What follows belongs to an exercise in optimizing a design on an open flow for a short achievable clock period and few clock cycles; a production flow would make more cautious choices.
RTL that was checked went through simulation tests only; none was proved equivalent to the original.
No activity file was given, so power comes from the tool's default toggle rates.

==> module sxp_alu, before the edit <==
module sxp_alu
(
  input  wire [7:0]             op1h,    
  input  wire                   res,     
  input  wire [3:0]             flg1h,   
  input  wire sxp_pkg::data_t   a,
  input  wire sxp_pkg::data_t   b,
  input  wire sxp_pkg::data_t   bn,      
  input  wire sxp_pkg::data_t   as,      
  input  wire [4:0]             shl_n,   
  input  wire [4:0]             shr_n,
  output sxp_pkg::data_t        v
);
  localparam int MSB = 32 - 1;
  sxp_pkg::data_t       pa;      
  sxp_pkg::data_t       ga;
  logic [32:0] ca;
  sxp_pkg::data_t       ps;      
  sxp_pkg::data_t       gs;
  logic [32:0] cs;
  sxp_pkg::data_t       sum;
  sxp_pkg::data_t       diff;
  logic                 y31_rest;
  logic                 v0_rest;
  logic                 fa0;
  logic                 fa1;
  logic                 fs0;
  logic                 fs1;
  sxp_pkg::data_t       shl;
  sxp_pkg::data_t       shr;
  sxp_pkg::data_t       y;
  logic                 z;
  assign pa = a ^ b;
  assign ga = a & b;
  assign ps = a ^ bn;
  assign gs = a & bn;
  sxp_carry i_ca (.p(pa), .g(ga), .cin(1'b0), .c(ca));
  sxp_carry i_cs (.p(ps), .g(gs), .cin(1'b1), .c(cs));
  assign sum  = pa ^ ca[MSB:0];
  assign diff = ps ^ cs[MSB:0];
  assign shl  = as << shl_n;
  assign shr  = as >> shr_n;
  assign y[MSB-1:0] = ({(32-1){op1h[ALU_ADD]}}   & sum[MSB-1:0])  |
                      ({(32-1){op1h[ALU_SUB]}}   & diff[MSB-1:0]) |
                      ({(32-1){op1h[ALU_AND]}}   & ga[MSB-1:0])   |
                      ({(32-1){op1h[ALU_OR]}}    & (a[MSB-1:0] | b[MSB-1:0])) |
                      ({(32-1){op1h[ALU_XOR]}}   & pa[MSB-1:0])   |
                      ({(32-1){op1h[ALU_SHL]}}   & shl[MSB-1:0])  |
                      ({(32-1){op1h[ALU_SHR]}}   & shr[MSB-1:0])  |
                      ({(32-1){op1h[ALU_PASSB]}} & b[MSB-1:0]);
  assign y31_rest = (op1h[ALU_AND] & ga[MSB]) | (op1h[ALU_OR] & (a[MSB] | b[MSB])) |
                    (op1h[ALU_XOR] & pa[MSB]) | (op1h[ALU_SHL] & shl[MSB]) |
                    (op1h[ALU_SHR] & shr[MSB]) | (op1h[ALU_PASSB] & b[MSB]);
  assign y[MSB] = y31_rest |
                  (op1h[ALU_ADD] & (ca[MSB] ? ~pa[MSB] : pa[MSB])) |
                  (op1h[ALU_SUB] & (cs[MSB] ? ~ps[MSB] : ps[MSB]));
  sxp_pkg::data_t mshl;
  sxp_pkg::data_t mshr;
  always_comb
    for (int i = 0; i < 32; i++)
    begin
      mshl[i] = (i + shl_n) < 32;    
      mshr[i] = i >= shr_n;                   
    end
  assign z = (op1h[ALU_ADD]   & ((a ^ b) == {(a[MSB-1:0] | b[MSB-1:0]), 1'b0})) |
             (op1h[ALU_SUB]   & (a == b))                                       |
             (op1h[ALU_AND]   & ((a & b) == '0))                                |
             (op1h[ALU_OR]    & ((a | b) == '0))                                |
             (op1h[ALU_XOR]   & (a == b))                                       |
             (op1h[ALU_SHL]   & ((as & mshl) == '0))                            |
             (op1h[ALU_SHR]   & ((as & mshr) == '0))                            |
             (op1h[ALU_PASSB] & (b == '0));
  assign fa0 = (flg1h[1] & pa[MSB]) | (flg1h[3] & ga[MSB]) | (flg1h[2] & ga[MSB]);
  assign fa1 = (flg1h[1] & ~pa[MSB]) | (flg1h[3] & (ga[MSB] | pa[MSB])) |
               (flg1h[2] & ~(ga[MSB] | pa[MSB]));
  assign fs0 = (flg1h[1] & ps[MSB]) | (flg1h[3] & gs[MSB]) | (flg1h[2] & gs[MSB]);
  assign fs1 = (flg1h[1] & ~ps[MSB]) | (flg1h[3] & (gs[MSB] | ps[MSB])) |
               (flg1h[2] & ~(gs[MSB] | ps[MSB]));
  assign v0_rest = (res & y[0]) | (flg1h[0] & z) | (flg1h[1] & y31_rest);
  assign v[MSB:1] = {(32-1){res}} & y[MSB:1];
  assign v[0]     = v0_rest | (op1h[ALU_ADD] & (ca[MSB] ? fa1 : fa0)) |
                    (op1h[ALU_SUB] & (cs[MSB] ? fs1 : fs0));
endmodule
==> module sxp_carry, before the edit <==
module sxp_carry
(
  input  wire [32-1:0] p,
  input  wire [32-1:0] g,
  input  wire                   cin,
  output logic [32:0]  c
);
  localparam int W = 32;
  localparam int L = $clog2(W);
  logic [W-1:0] gg [0:L];
  logic [W-1:0] pp [0:L];
  always_comb
  begin
    gg[0]    = g;
    pp[0]    = p;
    gg[0][0] = g[0] | (p[0] & cin);
    for (int l = 0; l < L; l++)
      for (int i = 0; i < W; i++)
        if (i >= (1 << l))
        begin
          gg[l+1][i] = gg[l][i] | (pp[l][i] & gg[l][i-(1<<l)]);
          pp[l+1][i] = pp[l][i] & pp[l][i-(1<<l)];
        end
        else
        begin
          gg[l+1][i] = gg[l][i];
          pp[l+1][i] = pp[l][i];
        end
  end
  assign c = {gg[L], cin};
endmodule
make LEC_CHECK=0 ABC_CLOCK_PERIOD_IN_PS=1500 CAP_MARGIN=50 CORE_MARGIN=2 CORE_UTILIZATION=40 SETUP_SLACK_MARGIN=3.8 SLEW_MARGIN=75 TNS_END_PERCENT=20 finish   # period 7.0 ns
run.sh (not shown) runs the stock make flow with config.mk's settings and CLKGATE_MAP_FILE= SYNTH_SCRIPT=/design/flow/synth_recipe.tcl, a recipe that flattens the netlist after the stock synthesis.
Edit:
--- a/flow/design.v
+++ b/flow/design.v
@@ -85,25 +85,17 @@
                     (op1h[ALU_XOR] & pa[MSB]) | (op1h[ALU_SHL] & shl[MSB]) |
                     (op1h[ALU_SHR] & shr[MSB]) | (op1h[ALU_PASSB] & b[MSB]);
   assign y[MSB] = y31_rest |
                   (op1h[ALU_ADD] & (ca[MSB] ? ~pa[MSB] : pa[MSB])) |
                   (op1h[ALU_SUB] & (cs[MSB] ? ~ps[MSB] : ps[MSB]));
-  sxp_pkg::data_t mshl;
-  sxp_pkg::data_t mshr;
-  always_comb
-    for (int i = 0; i < 32; i++)
-    begin
-      mshl[i] = (i + shl_n) < 32;    
-      mshr[i] = i >= shr_n;                   
-    end
   assign z = (op1h[ALU_ADD]   & ((a ^ b) == {(a[MSB-1:0] | b[MSB-1:0]), 1'b0})) |
              (op1h[ALU_SUB]   & (a == b))                                       |
              (op1h[ALU_AND]   & ((a & b) == '0))                                |
              (op1h[ALU_OR]    & ((a | b) == '0))                                |
              (op1h[ALU_XOR]   & (a == b))                                       |
-             (op1h[ALU_SHL]   & ((as & mshl) == '0))                            |
-             (op1h[ALU_SHR]   & ((as & mshr) == '0))                            |
+             (op1h[ALU_SHL]   & (shl == '0))                                    |
+             (op1h[ALU_SHR]   & (shr == '0))                                    |
              (op1h[ALU_PASSB] & (b == '0));
   assign fa0 = (flg1h[1] & pa[MSB]) | (flg1h[3] & ga[MSB]) | (flg1h[2] & ga[MSB]);
   assign fa1 = (flg1h[1] & ~pa[MSB]) | (flg1h[3] & (ga[MSB] | pa[MSB])) |
                (flg1h[2] & ~(ga[MSB] | pa[MSB]));
   assign fs0 = (flg1h[1] & ps[MSB]) | (flg1h[3] & gs[MSB]) | (flg1h[2] & gs[MSB]);
@@ -122,11 +114,11 @@
   input  wire [32-1:0] g,
   input  wire                   cin,
   output logic [32:0]  c
 );
   localparam int W = 32;
-  localparam int L = $clog2(W);
+  localparam int L = 5;             
   logic [W-1:0] gg [0:L];
   logic [W-1:0] pp [0:L];
   always_comb
   begin
     gg[0]    = g;
What happened: Design area hardly moves; worst hold slack stays flat; routed wire length is lower by a few percent; via count is lower slightly; final cell count is lower slightly; clock skew is higher by 0.014 ns; utilization is higher by 0.53 points; synthesized area is lower slightly; global-route usage is lower by 0.77 points; die area is lower slightly.
Testbench counts after the change, summed over its fixed seeds: cycles 22,940.
The RTL of the first run of this note was laid out without a check of its function.


Setup of rev 12:
Another version of the RTL of sxp (not shown whole).
Size in the first run: ~1,500 flip-flops, about 130 I/O pins.
==> module sxp_fetch, before the edit <==
module sxp_fetch
#(
  parameter int N = 4,   
  parameter int T = 12   
)
(
  input  wire                 clk,
  input  wire                 reset_b,
  input  wire                 redir_v,       
  input  wire                 redir_w,       
  input  wire sxp_pkg::data_t v_w,
  input  wire                 redir_seq,     
  input  wire sxp_pkg::data_t v,
  input  wire sxp_pkg::data_t seq_pc,
  input  wire                 redir_d,       
  input  wire sxp_pkg::data_t tgt_d,
  input  wire                 upd,           
  input  wire                 upd_taken,     
  input  wire sxp_pkg::data_t upd_pc,
  input  wire sxp_pkg::data_t upd_tgt,
  input  wire [N-1:0]         upd_hit,       
  input  wire sxp_pkg::inst_t mem_inst,
  output sxp_pkg::data_t      mem_pc,
  output logic                vld_d,
  output sxp_pkg::inst_t      ir_d,
  output sxp_pkg::rf_addr_t   ra_d,          
  output sxp_pkg::rf_addr_t   rb_d,
  output sxp_pkg::data_t      pc_d,
  output sxp_pkg::data_t      pc1_d,
  output sxp_pkg::data_t      predn_d,       
  output logic                ptaken_d,
  output logic [N-1:0]        hit_d
);
  sxp_pkg::data_t pc;
  sxp_pkg::data_t pc_o;
  sxp_pkg::data_t pc1;
  sxp_pkg::data_t predn;
  sxp_pkg::data_t tgt;
  logic [N-1:0]   hit;
  logic [N-1:0]   bv;
  logic [T-1:0]   btag [0:N-1];
  sxp_pkg::data_t btgt [0:N-1];
  logic [N-1:0]   alloc;    
  logic           redirect;
  assign redirect = redir_v | redir_w | redir_seq;
  assign pc1 = pc + sxp_pkg::data_t'(1);
  always_comb
  begin
    tgt = '0;
    for (int i = 0; i < N; i++)
    begin
      hit[i] = bv[i] & (btag[i] == pc[T-1:0]);
      tgt    = tgt | (hit[i] ? btgt[i] : '0);
    end
  end
  assign predn  = (|hit) ? tgt : pc1;
  assign mem_pc = pc_o;
  logic           vld_x;
  logic           ptaken_x;
  sxp_pkg::data_t pc_x;
  sxp_pkg::data_t pc1_x;
  sxp_pkg::data_t predn_x;
  logic [N-1:0]   hit_x;
  always_ff @(posedge clk or negedge reset_b)
  begin
    if (!reset_b)
    begin
      pc    <= '0;
      pc_o  <= '0;
      vld_x <= 1'b0;
      vld_d <= 1'b0;
    end
    else
    begin
      pc    <= redir_v ? v : (redir_w ? v_w : (redir_seq ? seq_pc : (redir_d ? tgt_d : predn)));
      pc_o  <= redir_v ? v :
               (({32{redir_w}} & v_w) |
                ({32{redir_seq & ~redir_w}} & seq_pc) |
                ({32{redir_d & ~redir_w & ~redir_seq}} & tgt_d) |
                ({32{~redir_w & ~redir_seq & ~redir_d}} & predn));
      vld_x <= ~redirect & ~redir_d;
      vld_d <= vld_x & ~redirect & ~redir_d;
    end
  end
  always_ff @(posedge clk)
  begin
    pc_x     <= pc;
    pc1_x    <= pc1;
    predn_x  <= predn;
    ptaken_x <= |hit;
    hit_x    <= hit;
    pc_d     <= pc_x;
    pc1_d    <= pc1_x;
    predn_d  <= predn_x;
    ptaken_d <= ptaken_x;
    hit_d    <= hit_x;
    ir_d     <= mem_inst;
    ra_d     <= mem_inst[27] ? mem_inst[19:16] : mem_inst[15:12];   
    rb_d     <= mem_inst[11:8];
  end
  logic [N-1:0]   wsel;
  logic [N-1:0]   wr_2;     
  logic [N-1:0]   clr_2;    
  sxp_pkg::data_t upd_pc_2;
  sxp_pkg::data_t upd_tgt_2;
  assign wsel = (|upd_hit) ? upd_hit : alloc;
  always_ff @(posedge clk or negedge reset_b)
  begin
    if (!reset_b)
    begin
      bv    <= '0;
      alloc <= {{(N-1){1'b0}}, 1'b1};
      wr_2  <= '0;
      clr_2 <= '0;
    end
    else
    begin
      wr_2  <= (upd && upd_taken) ? wsel : '0;
      clr_2 <= (upd && !upd_taken) ? upd_hit : '0;
      if (upd && upd_taken && !(|upd_hit))
        alloc <= {alloc[N-2:0], alloc[N-1]};
      bv    <= (bv | wr_2) & ~clr_2;
    end
  end
  always_ff @(posedge clk)
  begin
    upd_pc_2  <= upd_pc;
    upd_tgt_2 <= upd_tgt;
    for (int i = 0; i < N; i++)
      if (wr_2[i])
      begin
        btag[i] <= upd_pc_2[T-1:0];
        btgt[i] <= upd_tgt_2;
      end
  end
endmodule
Settings: LEC_CHECK=0, ABC_CLOCK_PERIOD_IN_PS=1500, CAP_MARGIN=50, CORE_MARGIN=2, CORE_UTILIZATION=40, SETUP_SLACK_MARGIN=3.8, SLEW_MARGIN=75, TNS_END_PERCENT=20; clock period 7.0 ns.
Rev 12 ended with every stage complete and zero timing, DRC or antenna violations.
The inputs of rev 13 differ from those of rev 12 as listed below.
--- a/flow/design.v
+++ b/flow/design.v
@@ -85,25 +85,17 @@
                     (op1h[ALU_XOR] & pa[MSB]) | (op1h[ALU_SHL] & shl[MSB]) |
                     (op1h[ALU_SHR] & shr[MSB]) | (op1h[ALU_PASSB] & b[MSB]);
   assign y[MSB] = y31_rest |
                   (op1h[ALU_ADD] & (ca[MSB] ? ~pa[MSB] : pa[MSB])) |
                   (op1h[ALU_SUB] & (cs[MSB] ? ~ps[MSB] : ps[MSB]));
-  sxp_pkg::data_t mshl;
-  sxp_pkg::data_t mshr;
-  always_comb
-    for (int i = 0; i < 32; i++)
-    begin
-      mshl[i] = (i + shl_n) < 32;    
-      mshr[i] = i >= shr_n;                   
-    end
   assign z = (op1h[ALU_ADD]   & ((a ^ b) == {(a[MSB-1:0] | b[MSB-1:0]), 1'b0})) |
              (op1h[ALU_SUB]   & (a == b))                                       |
              (op1h[ALU_AND]   & ((a & b) == '0))                                |
              (op1h[ALU_OR]    & ((a | b) == '0))                                |
              (op1h[ALU_XOR]   & (a == b))                                       |
-             (op1h[ALU_SHL]   & ((as & mshl) == '0))                            |
-             (op1h[ALU_SHR]   & ((as & mshr) == '0))                            |
+             (op1h[ALU_SHL]   & (shl == '0))                                    |
+             (op1h[ALU_SHR]   & (shr == '0))                                    |
              (op1h[ALU_PASSB] & (b == '0));
   assign fa0 = (flg1h[1] & pa[MSB]) | (flg1h[3] & ga[MSB]) | (flg1h[2] & ga[MSB]);
   assign fa1 = (flg1h[1] & ~pa[MSB]) | (flg1h[3] & (ga[MSB] | pa[MSB])) |
                (flg1h[2] & ~(ga[MSB] | pa[MSB]));
   assign fs0 = (flg1h[1] & ps[MSB]) | (flg1h[3] & gs[MSB]) | (flg1h[2] & gs[MSB]);
@@ -252,15 +244,14 @@
       vld_d <= 1'b0;
     end
     else
     begin
       pc    <= redir_v ? v : (redir_w ? v_w : (redir_seq ? seq_pc : (redir_d ? tgt_d : predn)));
-      pc_o  <= redir_v ? v :
-               (({32{redir_w}} & v_w) |
-                ({32{redir_seq & ~redir_w}} & seq_pc) |
-                ({32{redir_d & ~redir_w & ~redir_seq}} & tgt_d) |
-                ({32{~redir_w & ~redir_seq & ~redir_d}} & predn));
+      pc_o  <= ({32{redir_v}} & v) | ({32{redir_w}} & v_w) |
+               ({32{redir_seq & ~redir_w}} & seq_pc) |
+               ({32{redir_d & ~redir_w & ~redir_seq}} & tgt_d) |
+               ({32{~redir_v & ~redir_w & ~redir_seq & ~redir_d}} & predn);
       vld_x <= ~redirect & ~redir_d;
       vld_d <= vld_x & ~redirect & ~redir_d;
     end
   end
   always_ff @(posedge clk)
==> comparison <==
Utilization in rev 13 vs rev 12: up 0.40 points
Against rev 12 as the reference, rev 13 delivers a higher total of plain and repair buffers excluding clock buffers.
[compare] base=rev 12 new=rev 13: clock tree cell share of total cell area has decreased; sequential share of layout area about even; combined global-route utilization of all metal layers saw a decrease; via count of the routed design shrank by 1,327; proportion of power drawn by flip-flops and latches higher.
Min final critical path time including I/O delays and setup across rev 12 and rev 13: rev 13
Compared with rev 12, rev 13 shows portion of the clock cycle consumed by the worst path in the final layout lower by 0.89 points.
Measured against rev 13, the power in the clock group of rev 12 comes out at 1.05 times the reference value.
Going from rev 12 to rev 13, post-synthesis instance area shrank slightly.
In rev 13, the total power came out 4.9% below the value in rev 12.
Rev 13 vs rev 12: maximum ir drop on the vdd rail down by a few percent
No run of this note included a check of the RTL's function; only the layout flow was run.

port drivers added, routing unchanged:
The results above use ideal ports. As a check the final layouts listed here were re-extracted and re-timed, cells and wires unchanged. Step 1: set_driving_cell puts a clkbuf_16 on clk and a buf_2 on each other input, an assumption about the parent block. Step 2 adds t to the input delays and takes it off the output delays; t is the mean of the earliest and latest rising clock arrival at the registers after step 1. Input paths then give back, and output paths get back, about the clock's delay inside the block. Slacks: ideal / step 1 / step 2; pairs: ideal / step 1.
run	t, ns	slack for setup (ns)	hold slack, ns	latest minus earliest clock arrival (ns)	worst data-port slew with drivers (ns)
the first run of note 1	0.893	3.386 / 3.386 / 3.386	0.268 / 0.268 / 0.268	0.077 / 0.077	0.11
the second run of note 1	0.889	3.461 / 3.461 / 3.461	0.268 / 0.268 / 0.268	0.093 / 0.093	0.06
rev 12	0.904	3.399 / 3.399 / 3.399	0.314 / 0.314 / 0.314	0.064 / 0.064	0.06
rev 13	0.889	3.461 / 3.461 / 3.461	0.268 / 0.268 / 0.268	0.093 / 0.093	0.06
After both steps setup and hold are still met in every run listed.
